Source: an optimization exercise on an open RTL-to-GDS flow (aim: small area and a short achievable clock period). Production flows keep margins and buffers that such runs may drop.
Only simulation tests tie the RTL to the original design; equivalence was not proved.
Power figures rest on the tool's default switching activity, not on a simulated workload.

Setup of v6:
// decode_issue
module decode_issue (
    input  logic        clk_i,
    input  logic        rst_ni,
    input  logic        instr_valid_i,
    output logic        instr_ready_o,
    input  logic [31:0] instr_i,
    input  logic [31:0] pc_i,
    output logic        ex_valid_o,
    input  logic        ex_ready_i,
    output logic [31:0] a_o,
    output logic [31:0] b_o,
    output logic [2:0]  funct3_o,
    output logic        funct7_o,
    output logic        pc_add_o,
    output logic [4:0]  rd_o,
    input  logic        wb_valid_i,
    input  logic [4:0]  wb_rd_i,
    input  logic [31:0] wb_data_i,
    output logic        illegal_o
);
==> module decode_issue, before the edit <==
module decode_issue (
    input  logic        clk_i,
    input  logic        rst_ni,
    input  logic        instr_valid_i,
    output logic        instr_ready_o,
    input  logic [31:0] instr_i,
    input  logic [31:0] pc_i,
    output logic        ex_valid_o,
    input  logic        ex_ready_i,
    output logic [31:0] a_o,
    output logic [31:0] b_o,
    output logic [2:0]  funct3_o,
    output logic        funct7_o,
    output logic        pc_add_o,
    output logic [4:0]  rd_o,
    input  logic        wb_valid_i,
    input  logic [4:0]  wb_rd_i,
    input  logic [31:0] wb_data_i,
    output logic        illegal_o
);
    logic [6:0]  opcode_s;
    logic [4:0]  rd_s, rs1_s, rs2_s;
    logic [2:0]  funct3_s;
    logic        is_op, is_imm, is_lui, is_auipc, legal_s, shift_s;
    logic        use_rs1_s, use_rs2_s;
    logic        fwd1_s, fwd2_s;
    logic        hazard_s, ex_free_s, accept_s;
    logic [1023:0] regs_s;
    logic [31:0] vld_s;
    logic [31:0] dec1_s, dec2_s, sel1_s, sel2_s;
    logic [31:0] rf1_s, rf2_s;
    logic [31:0] a_d, b_d, imm_s;
    logic [31:0] a_q, b_q;
    logic [2:0]  funct3_q;
    logic        funct7_q, pc_add_q;
    logic [4:0]  rd_q;
    logic        ex_valid_q, illegal_q;
    logic [31:1] pend_q;
    logic [31:0] pend_s;
    assign opcode_s = instr_i[6:0];
    assign rd_s     = instr_i[11:7];
    assign funct3_s = instr_i[14:12];
    assign rs1_s    = instr_i[19:15];
    assign rs2_s    = instr_i[24:20];
    regfile u_regfile (
        .clk_i (clk_i),
        .rst_ni(rst_ni),
        .we_i  (wb_valid_i),
        .wa_i  (wb_rd_i),
        .wd_i  (wb_data_i),
        .regs_o(regs_s),
        .vld_o (vld_s)
    );
    assign is_op     = (opcode_s == decode_issue_pkg::OPC_OP);
    assign is_imm    = (opcode_s == decode_issue_pkg::OPC_OP_IMM);
    assign is_lui    = (opcode_s == decode_issue_pkg::OPC_LUI);
    assign is_auipc  = (opcode_s == decode_issue_pkg::OPC_AUIPC);
    assign legal_s   = is_op || is_imm || is_lui || is_auipc;
    assign shift_s   = (funct3_s[1:0] == 2'b01);
    assign use_rs1_s = !(is_lui || is_auipc);
    assign use_rs2_s = is_op;
    assign fwd1_s = wb_valid_i && (wb_rd_i == rs1_s) && (rs1_s != 5'd0);
    assign fwd2_s = wb_valid_i && (wb_rd_i == rs2_s) && (rs2_s != 5'd0);
    for (genvar i = 0; i < 32; i++) begin : g_dec
        assign dec1_s[i] = (rs1_s == i);
        assign dec2_s[i] = (rs2_s == i);
    end
    assign sel1_s = dec1_s & vld_s & {32{!fwd1_s}};
    assign sel2_s = dec2_s & vld_s & {32{!fwd2_s}};
    always_comb begin
        rf1_s = 32'd0;
        rf2_s = 32'd0;
        for (int i = 1; i < 32; i++) begin
            rf1_s = rf1_s | (regs_s[32*i +: 32] & {32{sel1_s[i]}});
            rf2_s = rf2_s | (regs_s[32*i +: 32] & {32{sel2_s[i]}});
        end
    end
    assign pend_s   = {pend_q, 1'b0};
    assign hazard_s = (use_rs1_s && pend_s[rs1_s] && !fwd1_s) ||
                      (use_rs2_s && pend_s[rs2_s] && !fwd2_s);
    assign ex_free_s     = !ex_valid_q || ex_ready_i;
    assign instr_ready_o = ex_free_s && !hazard_s;
    assign accept_s      = instr_valid_i && instr_ready_o;
    assign a_d = ({32{use_rs1_s}} & (rf1_s | ({32{fwd1_s}} & wb_data_i))) |
                 ({32{is_auipc}} & pc_i);
    always_comb begin
        if (is_op) begin
            b_d = rf2_s | ({32{fwd2_s}} & wb_data_i);
            if (shift_s) b_d[31:5] = 27'd0;
        end else if (is_lui || is_auipc) begin
            b_d = {instr_i[31:12], 12'd0};
        end else if (shift_s) begin
            b_d = {27'd0, instr_i[24:20]};
        end else begin
            b_d = {{20{instr_i[31]}}, instr_i[31:20]};
        end
    end
    always_ff @(posedge clk_i) begin
        if (ex_free_s) begin
            a_q      <= a_d;
            b_q      <= b_d;
            funct3_q <= (is_lui || is_auipc) ? 3'b000 : funct3_s;
            funct7_q <= ((is_op || is_imm) && shift_s) || is_op ? ~instr_i[30] : 1'b1;
            pc_add_q <= is_auipc;
            rd_q     <= rd_s;
        end
    end
    always_ff @(posedge clk_i or negedge rst_ni) begin
        if (!rst_ni) begin
            ex_valid_q <= 1'b0;
            illegal_q  <= 1'b0;
        end else begin
            ex_valid_q <= !ex_free_s || (accept_s && legal_s);
            illegal_q  <= accept_s && !legal_s;
        end
    end
    for (genvar i = 1; i < 32; i++) begin : g_pend
        always_ff @(posedge clk_i or negedge rst_ni) begin
            if (!rst_ni) begin
                pend_q[i] <= 1'b0;
            end else if (accept_s && legal_s && (rd_s == i)) begin
                pend_q[i] <= 1'b1;
            end else if (wb_valid_i && (wb_rd_i == i)) begin
                pend_q[i] <= 1'b0;
            end
        end
    end
    assign ex_valid_o = ex_valid_q;
    assign illegal_o  = illegal_q;
    assign a_o        = a_q;
    assign b_o        = b_q;
    assign funct3_o   = funct3_q;
    assign funct7_o   = funct7_q;
    assign pc_add_o   = pc_add_q;
    assign rd_o       = rd_q;
endmodule
Settings: LEC_CHECK=0, CAP_MARGIN=20, CORE_MARGIN=2, CORE_UTILIZATION=45, SETUP_SLACK_MARGIN=1.5, SLEW_MARGIN=20; clock period 5.0 ns.
standard.sh (not shown) runs the stock make flow with config.mk's settings and CLKGATE_MAP_FILE= SYNTH_SCRIPT=/design/flow/synth_recipe.tcl, a recipe that flattens the netlist after the stock synthesis.
==> flow/flow/run.sh <==
#!/bin/bash
# Standard layout, with the port buffers made of buf_2 cells instead of the
# delay buffers buffer_ports picks on its own. The whole make output is kept
# in standard.log; each ORFS step keeps its own log under orfs/logs/.
set -uo pipefail
export BUFFER_PORTS_ARGS="-buffer_cell sky130_fd_sc_hd__buf_2"
bash standard.sh > standard.log 2>&1
Changes in v7 relative to v6:
--- a/flow/design.v
+++ b/flow/design.v
@@ -57,12 +57,15 @@
     logic        use_rs1_s, use_rs2_s;
     logic        fwd1_s, fwd2_s;
     logic        hazard_s, ex_free_s, accept_s;
     logic [1023:0] regs_s;
     logic [31:0] vld_s;
-    logic [31:0] dec1_s, dec2_s, sel1_s, sel2_s;
-    logic [31:0] rf1_s, rf2_s;
+    logic [31:0] dec1_s, dec2_s, sel1_s, sel2lo_s, sel2hi_s;
+    logic [31:0] wbdec_s, rowok_s, pclr_s;
+    logic [31:0] rf1_s;
+    logic [4:0]  rf2lo_s;
+    logic [26:0] rf2hi_s;
     logic [31:0] a_d, b_d, imm_s;
     logic [31:0] a_q, b_q;
     logic [2:0]  funct3_q;
     logic        funct7_q, pc_add_q;
     logic [4:0]  rd_q;
@@ -91,44 +94,50 @@
     assign shift_s   = (funct3_s[1:0] == 2'b01);
     assign use_rs1_s = !(is_lui || is_auipc);
     assign use_rs2_s = is_op;
     assign fwd1_s = wb_valid_i && (wb_rd_i == rs1_s) && (rs1_s != 5'd0);
     assign fwd2_s = wb_valid_i && (wb_rd_i == rs2_s) && (rs2_s != 5'd0);
-    for (genvar i = 0; i < 32; i++) begin : g_dec
-        assign dec1_s[i] = (rs1_s == i);
-        assign dec2_s[i] = (rs2_s == i);
+    for (genvar i = 0; i < 32; i++) begin : g_row
+        assign wbdec_s[i]  = wb_valid_i && (wb_rd_i == i);
+        assign rowok_s[i]  = vld_s[i] && !wbdec_s[i];
+        assign pclr_s[i]   = pend_s[i] && !wbdec_s[i];
+        assign dec1_s[i]   = (rs1_s == i);
+        assign dec2_s[i]   = (rs2_s == i);
     end
-    assign sel1_s = dec1_s & vld_s & {32{!fwd1_s}};
-    assign sel2_s = dec2_s & vld_s & {32{!fwd2_s}};
+    assign sel1_s   = dec1_s & rowok_s & {32{use_rs1_s}};
+    assign sel2lo_s = dec2_s & rowok_s & {32{is_op}};
+    assign sel2hi_s = dec2_s & rowok_s & {32{is_op && !shift_s}};
     always_comb begin
-        rf1_s = 32'd0;
-        rf2_s = 32'd0;
+        rf1_s   = 32'd0;
+        rf2lo_s = 5'd0;
+        rf2hi_s = 27'd0;
         for (int i = 1; i < 32; i++) begin
-            rf1_s = rf1_s | (regs_s[32*i +: 32] & {32{sel1_s[i]}});
-            rf2_s = rf2_s | (regs_s[32*i +: 32] & {32{sel2_s[i]}});
+            rf1_s   = rf1_s   | (regs_s[32*i +: 32]   & {32{sel1_s[i]}});
+            rf2lo_s = rf2lo_s | (regs_s[32*i +: 5]    & {5{sel2lo_s[i]}});
+            rf2hi_s = rf2hi_s | (regs_s[32*i+5 +: 27] & {27{sel2hi_s[i]}});
         end
     end
-    assign pend_s   = {pend_q, 1'b0};
-    assign hazard_s = (use_rs1_s && pend_s[rs1_s] && !fwd1_s) ||
-                      (use_rs2_s && pend_s[rs2_s] && !fwd2_s);
+    assign pend_s = {pend_q, 1'b0};
+    assign hazard_s = (use_rs1_s && |(dec1_s & pclr_s)) ||
+                      (use_rs2_s && |(dec2_s & pclr_s));
     assign ex_free_s     = !ex_valid_q || ex_ready_i;
     assign instr_ready_o = ex_free_s && !hazard_s;
     assign accept_s      = instr_valid_i && instr_ready_o;
-    assign a_d = ({32{use_rs1_s}} & (rf1_s | ({32{fwd1_s}} & wb_data_i))) |
-                 ({32{is_auipc}} & pc_i);
     always_comb begin
         if (is_op) begin
-            b_d = rf2_s | ({32{fwd2_s}} & wb_data_i);
-            if (shift_s) b_d[31:5] = 27'd0;
+            imm_s = 32'd0;
         end else if (is_lui || is_auipc) begin
-            b_d = {instr_i[31:12], 12'd0};
+            imm_s = {instr_i[31:12], 12'd0};
         end else if (shift_s) begin
-            b_d = {27'd0, instr_i[24:20]};
+            imm_s = {27'd0, instr_i[24:20]};
         end else begin
-            b_d = {{20{instr_i[31]}}, instr_i[31:20]};
+            imm_s = {{20{instr_i[31]}}, instr_i[31:20]};
         end
     end
+    assign a_d = rf1_s | ({32{use_rs1_s && fwd1_s}} & wb_data_i) | ({32{is_auipc}} & pc_i);
+    assign b_d[4:0]  = rf2lo_s | ({5{is_op && fwd2_s}} & wb_data_i[4:0]) | imm_s[4:0];
+    assign b_d[31:5] = rf2hi_s | ({27{is_op && !shift_s && fwd2_s}} & wb_data_i[31:5]) | imm_s[31:5];
     always_ff @(posedge clk_i) begin
         if (ex_free_s) begin
             a_q      <= a_d;
             b_q      <= b_d;
             funct3_q <= (is_lui || is_auipc) ? 3'b000 : funct3_s;
@@ -150,11 +159,11 @@
         always_ff @(posedge clk_i or negedge rst_ni) begin
             if (!rst_ni) begin
                 pend_q[i] <= 1'b0;
             end else if (accept_s && legal_s && (rd_s == i)) begin
                 pend_q[i] <= 1'b1;
-            end else if (wb_valid_i && (wb_rd_i == i)) begin
+            end else if (wbdec_s[i]) begin
                 pend_q[i] <= 1'b0;
             end
         end
     end
     assign ex_valid_o = ex_valid_q;
### Flow results
Comparing achievable clock frequency for v7 and v6, the smaller number came from v7.
v7 against v6: area share of xor/xnor cells in the synthesized design neither gained nor lost much, power dissipated in combinational cells went down about 44%, setup slack went down.
In the reports for v7 and v6, the smaller depth of the worst register-to-register path belongs to v7.

-- re-timing with driven ports --
How much do the figures lean on ideal ports? The routed layouts below were timed once more, with nothing changed but the port constraints.
Step 1, drivers: a clkbuf_16 drives clk_i and a buf_2 each remaining input, both assumed.
Step 2 adds t to the input delays and takes it off the output delays; t is the mean of the earliest and latest rising clock arrival at the registers after step 1. Input paths then give back, and output paths get back, about the clock's delay inside the block.
a / b / c = no drivers / after step 1 / after step 2; a / b = the first two.
run	shift t [ns]	setup slack, ns	hold slack, ns	latest minus earliest clock arrival (ns)	worst slew at a driven data input, ns
v6	0.853	1.020 / 0.976 / 0.528	0.364 / 0.305 / 0.524	0.065 / 0.065	0.24
v7	0.799	0.869 / 0.788 / 0.641	0.358 / 0.314 / 0.469	0.052 / 0.052	0.15
After both steps setup and hold are still met in every run listed. For v6, which loses most, drivers alone change the setup slack by -0.044 ns; drivers and shift together by -0.492 ns.
